This is an optimization exercise on Yosys and OpenROAD, whose aim is small area, a short achievable clock period and few clock cycles per item, not a production implementation. Only simulation tests tie the RTL to the original design; equivalence was not proved. No activity file was given, so power comes from the tool's default toggle rates.

==> design.v <==
package seq_datapath_pkg;
  typedef enum logic [3:0] {
    OP_ADD  = 4'd0,
    OP_SUB  = 4'd1,
    OP_AND  = 4'd2,
    OP_OR   = 4'd3,
    OP_SHR  = 4'd4,
    OP_SHL  = 4'd5,
    OP_ROR  = 4'd6,
    OP_ROL  = 4'd7,
    OP_NEG  = 4'd8,
    OP_NOT  = 4'd9,
    OP_MUL  = 4'd10,
    OP_DIV  = 4'd11,
    OP_MFHI = 4'd12,
    OP_MFLO = 4'd13,
    OP_IN   = 4'd14,
    OP_ILL  = 4'd15
  } op_e;
  typedef enum logic [2:0] {
    S_IDLE = 3'd0,
    S_LDY  = 3'd1,
    S_EXEC = 3'd2,
    S_WB   = 3'd3,
    S_ITER = 3'd4,
    S_DONE = 3'd5
  } state_e;
  function automatic int clog2(input int value);
    clog2 = $clog2(value);
  endfunction
endpackage
import seq_datapath_pkg::*;
module seq_datapath_alu
#(
  parameter int DATA_W = 32
) (
  input  seq_datapath_pkg::op_e op,
  input  logic [DATA_W-1:0] a,
  input  logic [DATA_W-1:0] b,
  input  logic [DATA_W-1:0] hi,
  input  logic [DATA_W-1:0] lo,
  input  logic [DATA_W-1:0] in_port,
  output logic [DATA_W-1:0] y
);
  localparam int SH_W = $clog2(DATA_W);
  logic [SH_W-1:0] sh_s;
  logic [SH_W:0]   sh_inv_s;
  assign sh_s     = b[SH_W-1:0];
  assign sh_inv_s = (SH_W+1)'(DATA_W) - {1'b0, sh_s};
  always_comb begin
    y = {DATA_W{1'b0}};
    case (op)
      OP_ADD:  y = a + b;
      OP_SUB:  y = a - b;
      OP_AND:  y = a & b;
      OP_OR:   y = a | b;
      OP_SHR:  y = a >> sh_s;
      OP_SHL:  y = a << sh_s;
      OP_ROR:  y = (a >> sh_s) | (a << sh_inv_s);
      OP_ROL:  y = (a << sh_s) | (a >> sh_inv_s);
      OP_NEG:  y = -b;
      OP_NOT:  y = ~b;
      OP_MFHI: y = hi;
      OP_MFLO: y = lo;
      OP_IN:   y = in_port;
      default: y = {DATA_W{1'b0}};
    endcase
  end
endmodule
import seq_datapath_pkg::*;
module seq_datapath
#(
  parameter  int DATA_W   = 32,
  parameter  int NUM_REGS = 16,
  localparam int REG_AW   = $clog2(NUM_REGS)
) (
  input  logic              clk,
  input  logic              clr,
  input  logic              start,
  input  logic [3:0]        op,
  input  logic [REG_AW-1:0] ra,
  input  logic [REG_AW-1:0] rb,
  input  logic [REG_AW-1:0] rc,
  input  logic [DATA_W-1:0] in_port,
  input  logic              ext_wr_en,
  input  logic [REG_AW-1:0] ext_wr_addr,
  input  logic [DATA_W-1:0] ext_wr_data,
  input  logic [REG_AW-1:0] dbg_rd_addr,
  output logic [DATA_W-1:0] dbg_rd_data,
  output logic              busy,
  output logic              done,
  output logic              err,
  output logic [DATA_W-1:0] hi_out,
  output logic [DATA_W-1:0] lo_out
);
  localparam int Z_W  = 2 * DATA_W;
  localparam int SH_W = $clog2(DATA_W);
  seq_datapath_pkg::state_e          state_r, state_nx_s;
  seq_datapath_pkg::op_e           op_r;
  logic [REG_AW-1:0] ra_r, rb_r, rc_r;
  logic              err_pend_r, done_r, err_r, illegal_s;
  logic [DATA_W-1:0] regs_r [NUM_REGS];
  logic [DATA_W-1:0] y_r, hi_r, lo_r;
  logic [Z_W-1:0]    z_r;
  logic [DATA_W-1:0] bus_s, rb_data_s, alu_y_s;
  assign rb_data_s   = regs_r[rb_r];
  assign dbg_rd_data = regs_r[dbg_rd_addr];
  assign busy        = (state_r != S_IDLE);
  assign done        = done_r;
  assign err         = err_r;
  assign hi_out      = hi_r;
  assign lo_out      = lo_r;
  assign illegal_s = (op == OP_ILL);
  logic [SH_W-1:0]   cnt_r;
  logic [DATA_W-1:0] mcand_r, opa_mag_s, opb_mag_s, quot_s, rem_s;
  logic              neg_q_r, neg_r_r, muldiv_s, div_zero_s, last_s;
  logic [DATA_W:0]   mul_sum_s, div_sh_s, div_diff_s;
  logic [Z_W-1:0]    mul_nx_s, div_nx_s, iter_nx_s, prod_s;
  assign muldiv_s   = (op_r == OP_MUL) || (op_r == OP_DIV);
  assign div_zero_s = (op_r == OP_DIV) && (rb_data_s == {DATA_W{1'b0}});
  assign last_s     = (cnt_r == SH_W'(DATA_W - 1));
  assign opa_mag_s  = bus_s[DATA_W-1] ? -bus_s : bus_s;
  assign opb_mag_s  = rb_data_s[DATA_W-1] ? -rb_data_s : rb_data_s;
  assign mul_sum_s  = {1'b0, z_r[Z_W-1:DATA_W]} +
                      (z_r[0] ? {1'b0, mcand_r} : {(DATA_W+1){1'b0}});
  assign mul_nx_s   = {mul_sum_s, z_r[DATA_W-1:1]};
  assign div_sh_s   = {z_r[Z_W-1:DATA_W], z_r[DATA_W-1]};
  assign div_diff_s = div_sh_s - {1'b0, mcand_r};
  assign div_nx_s   = div_diff_s[DATA_W] ? {div_sh_s[DATA_W-1:0], z_r[DATA_W-2:0], 1'b0}
                                         : {div_diff_s[DATA_W-1:0], z_r[DATA_W-2:0], 1'b1};
  assign iter_nx_s  = (op_r == OP_MUL) ? mul_nx_s : div_nx_s;
  assign prod_s     = neg_q_r ? -iter_nx_s : iter_nx_s;
  assign quot_s     = neg_q_r ? -iter_nx_s[DATA_W-1:0] : iter_nx_s[DATA_W-1:0];
  assign rem_s      = neg_r_r ? -iter_nx_s[Z_W-1:DATA_W] : iter_nx_s[Z_W-1:DATA_W];
  always_comb begin
    bus_s = {DATA_W{1'b0}};
    case (state_r)
      S_LDY:   bus_s = regs_r[ra_r];
      S_EXEC:  bus_s = rb_data_s;
      S_WB:    bus_s = z_r[DATA_W-1:0];
      default: bus_s = {DATA_W{1'b0}};
    endcase
  end
  seq_datapath_alu #(.DATA_W(DATA_W)) u_alu (
    .op      (op_r),
    .a       (y_r),
    .b       (bus_s),
    .hi      (hi_r),
    .lo      (lo_r),
    .in_port (in_port),
    .y       (alu_y_s)
  );
  always_ff @(posedge clk) begin
    if (clr) begin
      state_r <= S_IDLE;
    end else begin
      state_r <= state_nx_s;
    end
  end
  always_comb begin
    state_nx_s = state_r;
    case (state_r)
      S_IDLE: begin
        if (start) begin
          state_nx_s = illegal_s ? S_DONE : S_LDY;
        end else begin
          state_nx_s = S_IDLE;
        end
      end
      S_LDY: begin
        if (muldiv_s) begin
          state_nx_s = div_zero_s ? S_DONE : S_ITER;
        end else begin
          state_nx_s = S_EXEC;
        end
      end
      S_EXEC:  state_nx_s = S_WB;
      S_WB:    state_nx_s = S_DONE;
      S_ITER:  state_nx_s = last_s ? S_DONE : S_ITER;
      S_DONE:  state_nx_s = S_IDLE;
      default: state_nx_s = S_IDLE;
    endcase
  end
  always_ff @(posedge clk) begin
    if (clr) begin
      for (int i = 0; i < NUM_REGS; i++) begin
        regs_r[i] <= {DATA_W{1'b0}};
      end
      op_r       <= OP_ADD;
      ra_r       <= {REG_AW{1'b0}};
      rb_r       <= {REG_AW{1'b0}};
      rc_r       <= {REG_AW{1'b0}};
      y_r        <= {DATA_W{1'b0}};
      z_r        <= {Z_W{1'b0}};
      hi_r       <= {DATA_W{1'b0}};
      lo_r       <= {DATA_W{1'b0}};
      err_pend_r <= 1'b0;
      done_r     <= 1'b0;
      err_r      <= 1'b0;
      cnt_r      <= {SH_W{1'b0}};
      mcand_r    <= {DATA_W{1'b0}};
      neg_q_r    <= 1'b0;
      neg_r_r    <= 1'b0;
    end else begin
      case (state_r)
        S_IDLE: begin
          if (ext_wr_en) begin
            regs_r[ext_wr_addr] <= ext_wr_data;
          end
          if (start) begin
            op_r       <= seq_datapath_pkg::op_e'(op);
            ra_r       <= ra;
            rb_r       <= rb;
            rc_r       <= rc;
            err_pend_r <= illegal_s;
          end
        end
        S_LDY: begin
          y_r <= bus_s;
          err_pend_r <= div_zero_s;
          cnt_r      <= {SH_W{1'b0}};
          mcand_r    <= (op_r == OP_MUL) ? opa_mag_s : opb_mag_s;
          z_r        <= {{DATA_W{1'b0}}, (op_r == OP_MUL) ? opb_mag_s : opa_mag_s};
          neg_q_r    <= bus_s[DATA_W-1] ^ rb_data_s[DATA_W-1];
          neg_r_r    <= bus_s[DATA_W-1];
        end
        S_EXEC: z_r <= Z_W'(alu_y_s);
        S_WB:   regs_r[rc_r] <= bus_s;
        S_ITER: begin
          cnt_r <= cnt_r + SH_W'(1);
          z_r   <= iter_nx_s;
          if (last_s) begin
            if (op_r == OP_MUL) begin
              hi_r <= prod_s[Z_W-1:DATA_W];
              lo_r <= prod_s[DATA_W-1:0];
            end else begin
              hi_r <= rem_s;
              lo_r <= quot_s;
            end
          end
        end
        default: ;
      endcase
      done_r <= (state_r == S_DONE);
      err_r  <= (state_r == S_DONE) && err_pend_r;
    end
  end
endmodule
==> run.sh <==
#!/bin/bash
# synth_recipe.tcl (not shown) runs the flow's synth.tcl, then flattens the netlist and writes it again
# the make line also repeats each setting of config.mk as NAME=value (left out here)
make -C /OpenROAD-flow-scripts/flow DESIGN_CONFIG=/design/flow/config.mk WORK_HOME=/design/flow/orfs CLKGATE_MAP_FILE= SYNTH_SCRIPT=/design/flow/synth_recipe.tcl finish
==> config.mk <==
export PLATFORM = sky130hd
export DESIGN_NAME = seq_datapath
export DESIGN_NICKNAME = seq_datapath
export VERILOG_FILES = /design/flow/design.v
export SDC_FILE = /design/flow/constraint.sdc
export NUM_CORES = 4
export LEC_CHECK = 0
export CAP_MARGIN = 20
export CORE_MARGIN = 2
export CORE_UTILIZATION = 40
export SLEW_MARGIN = 20
==> constraint.sdc <==
create_clock -name core_clock -period 6.5 [get_ports {clk}]
set_input_delay 1.3000 -clock core_clock [delete_from_list [all_inputs] [get_ports {clk}]]
set_output_delay 1.3000 -clock core_clock [all_outputs]
set_load 0.01 [all_outputs]
==> metrics.cfg <==
[status]
status = no timing/DRC/antenna violations

[clock_network]
clockRootBuffer = clkbuf_16
cts_max_level = 3
cts.path.max_buffers = 3
hold_buffers = 0
clkTransAtPathRegs_ps = 60
cts_buffers = 85
cts_tree = built
clkLatencyLatePin_ps = 730
clock-sinks = 740

[place]
portBuffers = 190
dp.cells = 8051
place_hpwl_um = 216000
routabilityCongestion = 1.09

[critical_path]
reg2reg_slack_ps = 220
critPathMaxFanout = 15
path_class = reg2reg
start_kind = flip-flop
cp.required_ps = 7150
rr_endpoint = z_r[24]
arrival_ps = 6940
worstRegToRegCells = 23
end_kind = flip-flop

[sta]
rsz0062_at_grt = true
worst_pin_slew_ps = 1290
maxSlewHeadroom_pct = 13.7
period_share_pct = 96.7
setup_tns_ps = 0
max_freq_mhz = 159
setup_violations = 0
slew_viol_final = 0
finalCriticalPeriod_ps = 6280
fin_skew_ps = 30.8
hold_viol = 0

[cells_and_area]
syn_to_final_growth_pct = 16.0
instances_no_fill = 8224
drive_gt1_share_pct = 20.3
multi_input_area_um2 = 35600
final-seq-area_um2 = 20000
fillCellCount = 13523
nets = 6447

[synthesis]
synthXorXnorAreaFrac_pct = 3.59
synth.avg_cell_area_um2 = 9.60
synth_top_family_by_area = multiplexers
netlist_instances = 6022
synth_nets = 6222
synth_seq_area_share_pct = 34.5
synth_adder_area_share_pct = 2.38
yosysWarnings = 2
synth_compound_area_share_pct = 15.3
netlist_area_um2 = 57800
yosys.area_share.simple_pct = 16.6
synth.distinct_cells = 108
synth_ff_type = edfxtp_1
synthMuxAreaShare_pct = 23.1
synth-seq-cells = 740
synth-edff-count = 512
synth-async-reset-ratio_pct = 0

[floorplanning]
die_w_um = 384
core.rowCount = 139
die_h_um = 384
ios = 191
die_area_um2 = 148000
core-area_um2 = 143000
initial_core_util_pct = 40.3

[drt]
vias = 56158
viasPerCell = 6.83
wl_um = 298000
postRouteAntennaNets = 0
drc = 0
detail_route.first_pass.iterations = 8
drtIter0Drc = 8829
routedWlPerCell_um = 36.2

[run]
maxCapViolations = 0

[min_path]
min_to = y_r[21]
holdCritPathClass = reg2reg
hold_start = y_r[21]
worstHoldPathCells = 2

[global_route]
gr-total-overflow = 0
track_usage_pct = 39.3
grt_pass1_vias = 52445
grt_pass1_wl_um = 411000
grt_max_degree = 108
antenna_found_initial = 12

[power]
p_leak_uw = 0.0246
power.density_nw_per_um2 = 302
power_uw = 20200
peakVddDrop_mv = 0.228

==> cell usage after synthesis, types with 106 or more instances <==
cell type	number	area, um2
xnor2_1	131	1150
a21oi_1	416	2080
edfxtp_1	512	15400
o21ai_0	279	1400
nand2_1	756	2840
mux2i_1	184	1840
nor2_1	958	3600
mux4_2	501	11300
clkbuf_1	361	1360
dfxtp_1	228	4560
xor2_1	106	928
nand3_1	131	656
==> registers in the layout, indices dropped and copies added, names as in the netlist, named ones only <==
register	flops
cnt_r	5
done_r	1
err_pend_r	1
err_r	1
hi_r	32
lo_r	32
mcand_r	32
neg_q_r	1
neg_r_r	1
op_r	4
ra_r	4
rb_r	4
rc_r	4
regs_r	512
state_r	3
y_r	31
z_r	64
==> worst max-delay path, cell delays in order, from the launching register on <==
cell	delay (ps)
dfxtp_4	460
buf_16	230
mux4_2	530
mux4_2	560
and2_1	200
a221o_1	300
nor3_2	180
nand3b_1	260
buf_4	240
nor3_2	180
nor2_1	70
xnor2_1	140
ha_1	330
a22o_1	240
o31a_1	250
a41oi_2	300
o31ai_4	110
a221oi_2	300
nor2b_1	100
or4b_2	600
o21ai_0	90
a221oi_1	110
a31oi_1	200
o221a_1	210
==> cell families (layout without fill, tap and decap cells) <==
family	count (synthesis)	in the layout
AO/OA/AOI/OAI	1373	1373
multiplexers	702	702
adder cells (fa/ha/maj)	108	108
AND/OR/NAND/NOR	2241	2241
buffers and inverters	621	914
other	0	6
XOR/XNOR	237	237
flip-flops	740	740
==> worst max-delay path by stage <==
stage	cells past startpoint	to	slack (ps)
2_1_floorplan	33	z_r[29]	5
3_3_place_gp	26	z_r[30]	210
3_5_place_dp	26	z_r[29]	90
4_1_cts	26	z_r[30]	40
5_1_grt	25	z_r[24]	-20
6_report	23	z_r[24]	220
==> layer usage <==
| metal | part of all wire (%) | vias up | global-route usage [%] |
|---|---|---|---|
| met5 | 0.0077 | - | 0 |
| met4 | 7.0 | 4 | 22.2 |
| met3 | 13 | 898 | 10.2 |
| met2 | 43 | 4368 | 58.5 |
| met1 | 38 | 27769 | 51.8 |
| li1 | - | 23119 | - |
==> timing repair <==
action	in CTS	in global routing
resized for setup	0	29
endpoints found under the setup margin	0	11
buffers inserted	0	7
==> power by group <==
group	internal (uW)	switching (uW)	total, uW
Combinational	3430	6200	9630
Sequential	5280	416	5700
Clock	2700	2200	4910
==> layout make-up <==
| class | count | area share (%) |
|---|---|---|
| Multi-Input combinational cell | 4661 | 53.2 |
| Sequential cell | 740 | 29.8 |
| Timing Repair Buffer | 669 | 8.89 |
| Tap cell | 1903 | 3.55 |
| Clock buffer | 103 | 3.32 |
| Clock inverter | 52 | 0.778 |
| Inverter | 90 | 0.508 |
| Antenna cell | 6 | 0.0224 |
==> stage by stage <==
stage                     utilization, %  worst slack (ps)  cell area [um2]  hold slack, ps
after floorplan                        -              4.90            58000             429
after global placement              44.5               210            63900             445
after detailed placement            44.6              87.0            63900             451
after CTS                           46.5              41.9            66700             458
after global routing                46.7             -18.3            67000             480
final                               46.7               216            67100             458
==> cells in the final DEF, fill, tap and decap left out, types with 75 or more instances in the layout <==
cell and count:
mux2i_1 179, inv_1 81, buf_4 445, a21oi_1 409, a211oi_1 75, mux4_2 501
clkbuf_16 90, o211ai_1 76, nand2_1 721, nand3_1 130, dfxtp_1 222, nor3_1 92
nor2_1 951, xnor2_1 129, ha_1 104, clkdlybuf4s50_1 185, xor2_1 106, o21ai_0 275
edfxtp_1 512
Testbench counts, summed over its fixed seeds: cycles 41,110, ops 4,800.

[what the ideal ports hide]
No port has a modelled driver above. Below, the same layout with a new extraction and two added sets of constraints. Step 1 sets driving cells, clkbuf_16 on the clock port and buf_2 on the other inputs (assumed; they add their load-dependent delay and slew). Step 2 adds t to the input delays and takes it off the output delays; t is the mean of the earliest and latest rising clock arrival at the registers after step 1. Input paths then give back, and output paths get back, about the clock's delay inside the block. Three values: no drivers, after step 1, after step 2; two values: the first two.
shift t [ns]: 0.798
slack for setup (ns): 0.216 / 0.216 / 0.216
worst hold slack (ns): 0.458 / 0.458 / 0.458
latest minus earliest clock arrival (ns): 0.035 / 0.035
worst slew at a driven data input, ns: 0.08
After both steps this run still meets setup and hold. The setup slack of this run moves by 0.000 ns with the drivers and by 0.000 ns with both steps.
